Context: an optimization exercise on an open-source flow, tuned for small area and a short achievable clock period. The choices shown serve that exercise and are no tape-out recipe. Function not checked in this run: the RTL went through the layout flow alone. Power figures rest on the tool's default switching activity, not on a simulated workload.

<file path="flow/flow/run.sh">
#!/bin/bash
# The standard flow's layout, with two changes: abc maps with flow/abc_custom.script,
# and the port buffers are plain buf_1 cells.
set -euo pipefail
export CUSTOM_ABC_SCRIPT="$PWD/flow/abc_custom.script"
bash standard.sh SYNTH_SCRIPT="$PWD/flow/synth_custom.tcl" \
  BUFFER_PORTS_ARGS="-buffer_cell sky130_fd_sc_hd__buf_1" finish > standard_make.log 2>&1
</file>
<file path="flow/flow/abc_custom.script">
&get -n
&st
&dch
&nf
&st
&syn2
&if -g -K 6
&synch2
&nf
&st
&syn2
&if -g -K 6
&synch2
&nf
&put
strash
dch
map
topo
buffer -c
stime -c
upsize -c
dnsize -c
</file>
<file path="flow/flow/synth_custom.tcl">
proc synth {args} { yosys synth -nofsm -noshare {*}$args }
proc abc {args} {
  set i [lsearch -exact $args -script]
  if {$i >= 0} { lset args [expr {$i + 1}] $::env(CUSTOM_ABC_SCRIPT) }
  yosys abc {*}$args
}
source $::env(SCRIPTS_DIR)/synth.tcl
# left out here: clear keep_hierarchy, flatten, clean up, hide names made inside functions, write 1_2_yosys.v
</file>
<file path="flow/standard.sh">
#!/bin/bash
# synth_recipe.tcl (not shown) runs the flow's synth.tcl, then flattens the netlist and writes it again
# the make line also repeats each setting of config.mk as NAME=value (left out here)
make -C /OpenROAD-flow-scripts/flow DESIGN_CONFIG=/design/flow/config.mk WORK_HOME=/design/flow/orfs CLKGATE_MAP_FILE= SYNTH_SCRIPT=/design/flow/synth_recipe.tcl "${@:-finish}"
</file>
<file path="flow/config.mk">
export PLATFORM = sky130hd
export DESIGN_NAME = csr_unit
export DESIGN_NICKNAME = csr_unit
export VERILOG_FILES = /design/flow/design.v
export SDC_FILE = /design/flow/constraint.sdc
export NUM_CORES = 4
export LEC_CHECK = 0
export CAP_MARGIN = 20
export CORE_MARGIN = 2
export CORE_UTILIZATION = 55
export CTS_BUF_LIST = sky130_fd_sc_hd__clkbuf_8
export CTS_CLUSTER_DIAMETER = 50
export CTS_CLUSTER_SIZE = 12
export SETUP_SLACK_MARGIN = 1.5
export SLEW_MARGIN = 20
</file>
<file path="flow/constraint.sdc">
create_clock -name core_clock -period 6.0 [get_ports {clk}]
set_input_delay 1.2000 -clock core_clock [delete_from_list [all_inputs] [get_ports {clk}]]
set_output_delay 1.2000 -clock core_clock [all_outputs]
set_load 0.01 [all_outputs]
</file>
<file path="flow/design.v">
package csr_pkg;
    localparam int XLEN       = 32;
    localparam int CSR_ADDR_W = 12;
    localparam logic [CSR_ADDR_W-1:0] csr_addr_mstatus   = 12'h300;
    localparam logic [CSR_ADDR_W-1:0] csr_addr_misa      = 12'h301;
    localparam logic [CSR_ADDR_W-1:0] csr_addr_mie       = 12'h304;
    localparam logic [CSR_ADDR_W-1:0] csr_addr_mtvec     = 12'h305;
    localparam logic [CSR_ADDR_W-1:0] csr_addr_mscratch  = 12'h340;
    localparam logic [CSR_ADDR_W-1:0] csr_addr_mepc      = 12'h341;
    localparam logic [CSR_ADDR_W-1:0] csr_addr_mcause    = 12'h342;
    localparam logic [CSR_ADDR_W-1:0] csr_addr_mtval     = 12'h343;
    localparam logic [CSR_ADDR_W-1:0] csr_addr_mip       = 12'h344;
    localparam logic [CSR_ADDR_W-1:0] csr_addr_mcycle    = 12'hb00;
    localparam logic [CSR_ADDR_W-1:0] csr_addr_minstret  = 12'hb02;
    localparam logic [CSR_ADDR_W-1:0] csr_addr_mcycleh   = 12'hb80;
    localparam logic [CSR_ADDR_W-1:0] csr_addr_minstreth = 12'hb82;
    localparam logic [CSR_ADDR_W-1:0] csr_addr_cycle     = 12'hc00;
    localparam logic [CSR_ADDR_W-1:0] csr_addr_time      = 12'hc01;
    localparam logic [CSR_ADDR_W-1:0] csr_addr_instret   = 12'hc02;
    localparam logic [CSR_ADDR_W-1:0] csr_addr_cycleh    = 12'hc80;
    localparam logic [CSR_ADDR_W-1:0] csr_addr_timeh     = 12'hc81;
    localparam logic [CSR_ADDR_W-1:0] csr_addr_instreth  = 12'hc82;
    localparam logic [CSR_ADDR_W-1:0] csr_addr_mhartid   = 12'hf14;
    localparam logic [CSR_ADDR_W-1:0] csr_addr_mtimecmp  = 12'h7c0;
    localparam logic [CSR_ADDR_W-1:0] csr_addr_mtimecmph = 12'h7c1;
    typedef enum logic [2:0] {
        csr_op_rw  = 3'b001,
        csr_op_rs  = 3'b010,
        csr_op_rc  = 3'b011,
        csr_op_rwi = 3'b101,
        csr_op_rsi = 3'b110,
        csr_op_rci = 3'b111
    } csr_op_e;
    localparam logic [XLEN-1:0] cause_msi = 32'd3;
    localparam logic [XLEN-1:0] cause_mti = 32'd7;
    localparam logic [XLEN-1:0] cause_mei = 32'd11;
    localparam logic [XLEN-1:0] misa_value = 32'h4000_0100;  
    typedef struct packed {
        logic [XLEN-9:0] zero_hi;
        logic            mpie;
        logic [2:0]      zero_mid;
        logic            mie;
        logic [2:0]      zero_lo;
    } mstatus_t;
    localparam int msi_bit = 3;
    localparam int mti_bit = 7;
    localparam int mei_bit = 11;
    localparam logic [XLEN-1:0] irq_mask = (32'd1 << msi_bit) | (32'd1 << mti_bit)
                                         | (32'd1 << mei_bit);
endpackage
module csr_unit #(
    parameter logic [csr_pkg::XLEN-1:0] MSCRATCH_RESET = 32'hb000_0000,
    parameter logic [csr_pkg::XLEN-1:0] HART_ID        = 32'd1,
    parameter logic [63:0]              MTIMECMP_RESET = 64'h0000_0000_8000_0000,
    parameter logic                     MEIE_RESET     = 1'b1
) (
    input  logic                          clk,
    input  logic                          rst_n,
    input  logic                          instruction_vld,
    input  logic [csr_pkg::XLEN-1:0]      instruction_pld,
    input  logic [4:0]                    inst_rd_idx,
    input  logic                          inst_rd_en,
    input  logic [csr_pkg::XLEN-1:0]      rs1_val,
    input  logic [63:0]                   instret,
    input  logic                          trap_vld,
    input  logic [csr_pkg::XLEN-1:0]      trap_pc,
    input  logic [csr_pkg::XLEN-1:0]      trap_cause,
    input  logic [csr_pkg::XLEN-1:0]      trap_tval,
    input  logic                          mret_en,
    input  logic                          intr_meip,
    input  logic                          intr_msip,
    input  logic                          intr_rdy,
    output logic [4:0]                    reg_index,
    output logic                          reg_wr_en,
    output logic [csr_pkg::XLEN-1:0]      reg_val,
    output logic                          intr_vld,
    output logic [csr_pkg::XLEN-1:0]      intr_op,
    output logic [csr_pkg::XLEN-1:0]      mtvec_val,
    output logic [csr_pkg::XLEN-1:0]      mepc_val
);
    logic [11:0] addr;
    logic [2:0]  funct3;
    logic [31:0] src;
    logic        wren;
    logic        op_rw;
    logic        op_rc;
    logic [31:0] rdata;
    logic [31:0] wdata;
    assign addr   = instruction_pld[31:20];
    assign funct3 = instruction_pld[14:12];
    assign src    = funct3[2] ? {27'd0, instruction_pld[19:15]} : rs1_val;
    assign wren   = instruction_vld & (funct3[1:0] != 2'b00);
    assign op_rw  = funct3[1:0] == 2'b01;
    assign op_rc  = funct3[1:0] == 2'b11;
    assign wdata  = op_rw ? src : op_rc ? (rdata & ~src) : (rdata | src);
    assign reg_index = inst_rd_idx;
    assign reg_wr_en = instruction_vld & inst_rd_en;
    logic a_mstatus, a_misa, a_mie, a_mtvec, a_mscratch, a_mepc, a_mcause,
          a_mtval, a_mip, a_mhartid, a_cyc_lo, a_cyc_hi, a_ins_lo, a_ins_hi,
          a_cmp_lo, a_cmp_hi, a_mcycle, a_mcycleh;
    logic h3, h7, hb, hc, hf;           
    logic m0, m1, m4, m8, mc;           
    logic l0, l1, l2, l3, l4, l5;       
    assign h3 = addr[11:8] == 4'h3;
    assign h7 = addr[11:8] == 4'h7;
    assign hb = addr[11:8] == 4'hb;
    assign hc = addr[11:8] == 4'hc;
    assign hf = addr[11:8] == 4'hf;
    assign m0 = addr[7:4] == 4'h0;
    assign m1 = addr[7:4] == 4'h1;
    assign m4 = addr[7:4] == 4'h4;
    assign m8 = addr[7:4] == 4'h8;
    assign mc = addr[7:4] == 4'hc;
    assign l0 = addr[3:0] == 4'h0;
    assign l1 = addr[3:0] == 4'h1;
    assign l2 = addr[3:0] == 4'h2;
    assign l3 = addr[3:0] == 4'h3;
    assign l4 = addr[3:0] == 4'h4;
    assign l5 = addr[3:0] == 4'h5;
    assign a_mstatus  = h3 & m0 & l0;
    assign a_misa     = h3 & m0 & l1;
    assign a_mie      = h3 & m0 & l4;
    assign a_mtvec    = h3 & m0 & l5;
    assign a_mscratch = h3 & m4 & l0;
    assign a_mepc     = h3 & m4 & l1;
    assign a_mcause   = h3 & m4 & l2;
    assign a_mtval    = h3 & m4 & l3;
    assign a_mip      = h3 & m4 & l4;
    assign a_mhartid  = hf & m1 & l4;
    assign a_mcycle   = hb & m0 & l0;
    assign a_mcycleh  = hb & m8 & l0;
    assign a_cyc_lo   = (hb & m0 & l0) | (hc & m0 & (l0 | l1));
    assign a_cyc_hi   = (hb & m8 & l0) | (hc & m8 & (l0 | l1));
    assign a_ins_lo   = (hb | hc) & m0 & l2;
    assign a_ins_hi   = (hb | hc) & m8 & l2;
    assign a_cmp_lo   = h7 & mc & l0;
    assign a_cmp_hi   = h7 & mc & l1;
    logic [63:0] cycle;
    logic [63:0] cycle_inc;
    logic [63:0] mtimecmp;
    logic        st_mie, st_mpie;
    logic [2:0]  mie_q;      
    logic [2:0]  mip_q;      
    logic [31:2] mtvec_hi;
    logic        mtvec_b0;   
    logic [31:0] mscratch_q, mepc_q, mcause_q, mtval_q;
    logic        timer_pend;
    logic [8:0] blk_c;
    assign blk_c[0] = 1'b1;
    for (genvar j = 0; j < 8; j++) begin : g_inc
        logic [8:0] c;
        assign c[0] = blk_c[j];
        for (genvar i = 0; i < 8; i++) begin : g_bit
            assign cycle_inc[8*j+i] = cycle[8*j+i] ^ c[i];
            assign c[i+1]           = cycle[8*j+i] & c[i];
        end
        assign blk_c[j+1] = blk_c[j] & (&cycle[8*j+7:8*j]);
    end
    always_ff @(posedge clk or negedge rst_n) begin
        if (!rst_n) begin
            cycle <= '0;
        end else begin
            cycle[31:0]  <= (wren & a_mcycle)  ? wdata  : cycle_inc[31:0];
            cycle[63:32] <= (wren & a_mcycleh) ? wdata : cycle_inc[63:32];
        end
    end
    always_ff @(posedge clk or negedge rst_n) begin
        if (!rst_n) begin
            mtimecmp <= MTIMECMP_RESET;
        end else begin
            if (wren & a_cmp_lo) mtimecmp[31:0]  <= wdata;
            if (wren & a_cmp_hi) mtimecmp[63:32] <= wdata;
        end
    end
    logic [64:0] gt;
    assign gt[0] = 1'b0;
    for (genvar i = 0; i < 64; i++) begin : g_cmp
        assign gt[i+1] = (cycle[i] & ~mtimecmp[i]) | ((cycle[i] | ~mtimecmp[i]) & gt[i]);
    end
    assign timer_pend = gt[64];
    always_ff @(posedge clk or negedge rst_n) begin
        if (!rst_n) begin
            st_mie  <= 1'b0;
            st_mpie <= 1'b0;
        end else if (trap_vld) begin
            st_mpie <= st_mie;
            st_mie  <= 1'b0;
        end else if (mret_en) begin
            st_mie  <= st_mpie;
            st_mpie <= 1'b1;
        end else if (wren & a_mstatus) begin
            st_mie  <= wdata[3];
            st_mpie <= wdata[7];
        end
    end
    always_ff @(posedge clk or negedge rst_n) begin
        if (!rst_n) begin
            mie_q <= {MEIE_RESET, 2'b00};
        end else if (wren & a_mie) begin
            mie_q <= {wdata[11], wdata[7], wdata[3]};
        end
    end
    always_ff @(posedge clk or negedge rst_n) begin
        if (!rst_n) begin
            mtvec_hi <= '0;
            mtvec_b0 <= 1'b0;
        end else if (wren & a_mtvec) begin
            mtvec_hi <= wdata[31:2];
            if (!wdata[1]) mtvec_b0 <= wdata[0];
        end
    end
    always_ff @(posedge clk or negedge rst_n) begin
        if (!rst_n) begin
            mscratch_q <= MSCRATCH_RESET;
        end else if (wren & a_mscratch) begin
            mscratch_q <= wdata;
        end
    end
    always_ff @(posedge clk or negedge rst_n) begin
        if (!rst_n) begin
            mepc_q   <= '0;
            mcause_q <= '0;
            mtval_q  <= '0;
        end else if (trap_vld) begin
            mepc_q   <= trap_pc;
            mcause_q <= trap_cause;
            mtval_q  <= trap_cause[31] ? '0 : trap_tval;
        end else begin
            if (wren & a_mepc)   mepc_q   <= wdata;
            if (wren & a_mcause) mcause_q <= wdata;
            if (wren & a_mtval)  mtval_q  <= wdata;
        end
    end
    logic [2:0] pend;
    logic       src_any;
    assign src_any = intr_meip | intr_msip | timer_pend;
    assign pend    = mie_q & mip_q;
    assign intr_vld = st_mie & (|pend);
    always_ff @(posedge clk or negedge rst_n) begin
        if (!rst_n) begin
            mip_q <= '0;
        end else if (intr_vld & intr_rdy) begin
            mip_q <= '0;
        end else if (src_any) begin
            mip_q <= {intr_meip, timer_pend & ~intr_msip & ~intr_meip, intr_msip & ~intr_meip};
        end else if (wren & a_mip) begin
            mip_q <= {wdata[11], wdata[7], wdata[3]};
        end
    end
    always_comb begin
        intr_op = '0;
        if (intr_vld) begin
            if (pend[2])      intr_op = csr_pkg::cause_mei;
            else if (pend[0]) intr_op = csr_pkg::cause_msi;
            else              intr_op = csr_pkg::cause_mti;
        end
    end
    logic [31:0] mstatus_rd, mie_rd, mip_rd, mtvec_rd;
    assign mstatus_rd = {24'd0, st_mpie, 3'd0, st_mie, 3'd0};
    assign mie_rd     = {20'd0, mie_q[2], 3'd0, mie_q[1], 3'd0, mie_q[0], 3'd0};
    assign mip_rd     = {20'd0, mip_q[2], 3'd0, mip_q[1], 3'd0, mip_q[0], 3'd0};
    assign mtvec_rd   = {mtvec_hi, 1'b0, mtvec_b0};
    assign rdata = ({32{a_mstatus}}  & mstatus_rd)
                   | ({32{a_misa}}     & csr_pkg::misa_value)
                   | ({32{a_mie}}      & mie_rd)
                   | ({32{a_mtvec}}    & mtvec_rd)
                   | ({32{a_mscratch}} & mscratch_q)
                   | ({32{a_mepc}}     & mepc_q)
                   | ({32{a_mcause}}   & mcause_q)
                   | ({32{a_mtval}}    & mtval_q)
                   | ({32{a_mip}}      & mip_rd)
                   | ({32{a_mhartid}}  & HART_ID)
                   | ({32{a_cyc_lo}}   & cycle[31:0])
                   | ({32{a_cyc_hi}}   & cycle[63:32])
                   | ({32{a_ins_lo}}   & instret[31:0])
                   | ({32{a_ins_hi}}   & instret[63:32])
                   | ({32{a_cmp_lo}}   & mtimecmp[31:0])
                   | ({32{a_cmp_hi}}   & mtimecmp[63:32]);
    assign reg_val   = rdata;
    assign mtvec_val = mtvec_rd;
    assign mepc_val  = mepc_q;
endmodule
</file>
==> run notes <==
reg-to-reg setup timing slack=1.63 ns; period utilization=75.7%; total of max-cap violations=0; H-tree depth=2; maximum clock rate=220 MHz; row cnt=64; routed wire length=71100 um; total CTS buffers=38; WL per Instance=25.5 um; top_reg_cell synth=dfrtp_1; Leak Pwr=8.53 nW; Reg area=7390 um^2; clk_skew=0.0509 ns; layout cells sized above 1=8.89%; clk root buf=clkbuf_8; Post-Syn Area per Cell=8.22 um^2; vias per cell=6.49; EDFF count, synth=0; reg2reg path depth=19; RR Startpoint=cycle[1]; Syn Inst Count=2082; number of global-route vias before repair=16700; worst skew pair latency=0.60 ns; Final nets=2663; CTS clock-pin slew for the worst setup and hold paths=0.08 ns; Slew Limit Fails=0; Synth area leaders=dfrtp_1 42%, nand2_1 7.9%, o21ai_0 6.9%, ha_1 4.0%, a21oi_1 3.9%; Critical Path AT=3.34 ns; initial antenna violation count=0; Final Hold Fails=0; GP Congestion=1.13; Setup violations, final=0; most frequent cell after synthesis=nand2_1; DR vias=18100; I/O pin cnt=373; HPWL after detailed placement=51800 um; Die Height=180 um; area of the core=30600 um^2; Logic pwr share=12.4%; First-pass DRT Iterations=13; Slew @ Worst Pin=0.852 ns; Setup crit end kind=primary output; worst hold slack=0.457 ns; status=complete, no violations; clock power share=37.0%; largest net degree at the start of global routing=125; Port Buffer Count=321; first-pass GRT wire length=102000 um; area share of the largest cell type after synthesis=42.4%; Worst Setup Start Kind=primary input; area grow syn2layout=14.5%; die area=32600 um^2; switching portion of total power=30.8%; CTS tree=done; initial core utilization=56.0%; Synth Cell Area=17100 um^2; Setup Crit Path Kind=primary input to primary output; Die W=180 um; Layout Utilization=64.1%; R2R Path End=cycle[63]; Pint=2.94 mW; number of diodes=0; FILL cells=2789; Hold/Removal Path Class=primary input to asynchronous set/reset pin; area taken by multi-input logic gates=8650 um^2; Slew HR=42.6%; Max IR drop VDD=152 uV; CP Launch Point=instruction_pld[26]; CTS Hold Buffers Added=0; RSZ-0062 raised after global routing=true; Seq pwr share=50.6%; Ys Warns=1; NetSw=1.31 mW; area leader, netlist=dfrtp_1; async set or reset register ratio after synthesis=100%; crit path capture=reg_val[10]; clock sink count=295; worst-path fanout max=23; register bit total from synthesis=295; final setup TNS=0 ns; Total Power=4.25 mW; list of most frequent post-synthesis cells=361 x nand2_1, 290 x dfrtp_1, 237 x o21ai_0; total grt overflow=0; register area share after synthesis=43.2%; drt drc=0; First DRT Iteration DRCs=2377; all-layer global routing usage=42.0%; Critical Path RT=4.80 ns; crit path time final=4.54 ns; antenna-violating nets left=0; number of distinct library cells after synthesis=63; pwr/cell area=217 nW/um^2; clk buf depth=3
==> registers in the layout, indices dropped and copies added (netlist names) <==
name and cells:
mtvec_hi 30, mscratch_q 32, mie_q 3, mtvec_b0 1, mip_q 3, st_mie 1, mtval_q 32, mtimecmp 64
cycle 64, st_mpie 1, mepc_q 32, mcause_q 32
==> power by group through the flow <==
stage                     Sequential [mW]  Clock (mW)  Combinational, mW
final                                2.15        1.57              0.529
after global routing                 2.16        1.65              0.575
after CTS                            2.15        1.57              0.509
after detailed placement             2.19           0              0.504
after global placement               2.19           0              0.496
after floorplan                      2.17           0              0.282
==> timing repair <==
action | 4_1_cts | 5_1_grt
resized for setup | 23 | 36
gates cloned | 1 | 3
pin swaps | 1 | 8
endpoints found under the setup margin | 32 | 33
buffers inserted | 2 | 12
==> layout make-up <==
cell class | count | share of cell area (%)
Tap cell | 396 | 2.53
Clock buffer | 42 | 2.95
Clock inverter | 24 | 0.881
Sequential cell | 295 | 37.7
Inverter | 192 | 3.82
Timing Repair Buffer | 360 | 8.00
Multi-Input combinational cell | 1483 | 44.1
==> cells in the final DEF (no fill, tap or decap), drive strengths merged, types with 3 or more instances in the layout <==
master / count
and3: 3
nor3: 9
inv: 202
nor2: 141
a22oi: 63
a21oi: 135
o2bb2ai: 6
o22a: 4
nor4: 13
dfrtp: 290
a22o: 6
clkbuf: 48
mux2i: 4
o221ai: 5
clkinvlp: 4
o2111ai: 4
xor2: 14
nand3: 92
a221oi: 76
o2111a: 3
nand2: 365
o22ai: 68
a211oi: 10
dfstp: 5
o21ai: 272
ha: 55
a31oi: 18
nand2b: 3
nand4: 61
buf: 354
o21bai: 4
clkinv: 9
o211ai: 5
conb: 29
==> through the flow <==
step | cells | instance area [um^2] | setup WS, ns
4_1_cts | 2776 | 19300 | 1.44
2_1_floorplan | 2110 | 17200 | 2.36
6_report | 2792 | 19600 | 1.46
3_3_place_gp | 2707 | 18400 | 1.04
3_5_place_dp | 2707 | 18400 | 1.00
5_1_grt | 2792 | 19600 | 1.44
==> metal layers <==
| layer | track usage (%) | part of all wire [%] | vias up |
|---|---|---|---|
| met5 | 0 | 0 | - |
| met4 | 27.1 | 7.6 | 0 |
| met3 | 7.76 | 11 | 255 |
| met2 | 67.4 | 46 | 1327 |
| met1 | 52.2 | 36 | 8610 |
| li1 | - | - | 7936 |
==> worst max-delay path, cell delays in order <==
cell and delay (ns):
buf_1 0.27, nor2_1 0.12, nand3_1 0.14, inv_2 0.15
nand3_4 0.26, inv_6 0.17, a221oi_1 0.55, nand3_1 0.27
buf_1 0.19
==> cells by family after synthesis <==
kind of cell | share of synthesized area (%)
buffers and inverters | 8.71
AOI/OAI and AO/OA | 25.1
muxes | 0.234
adders and majority gates | 4.02
and+or+nand+nor | 18.1
DFF | 43.2
other | 0.0219
xor gates and xnor gates | 0.716
==> worst min path at each step <==
stage                           endpoint  slack [ns]  cells after the start
final                       mtimecmp[62]        0.46                      1
after CTS                   mtimecmp[62]        0.46                      1
after detailed placement    mtimecmp[57]        0.47                      2
after global routing        mtimecmp[62]        0.46                      1
after floorplan             mtimecmp[19]        0.45                      2
after global placement    mscratch_q[13]        0.47                      2

static timing again, ports no longer ideal:
The flow's constraints put no driver on any port. The routed layout listed below was extracted and timed again, unchanged, in two steps. Step 1 sets driving cells, clkbuf_16 on the clock port and buf_2 on the other inputs (assumed; they add their load-dependent delay and slew). Step 2, shift: input delay + t, output delay - t, t = (earliest + latest rising clock arrival at the registers) / 2. This alone moves slack from input paths to output paths. a / b / c = ideal / step 1 / step 2; a / b = the first two.
shift t [ns]: 0.632
setup WS [ns]: 1.459 / 1.437 / 1.437
worst hold slack (ns): 0.457 / 0.430 / 0.492
worst register clock-pin slew, ns: 0.09 / 0.09
After both steps this run still meets setup and hold. The setup slack of this run moves by -0.022 ns with the drivers and by -0.022 ns with both steps.
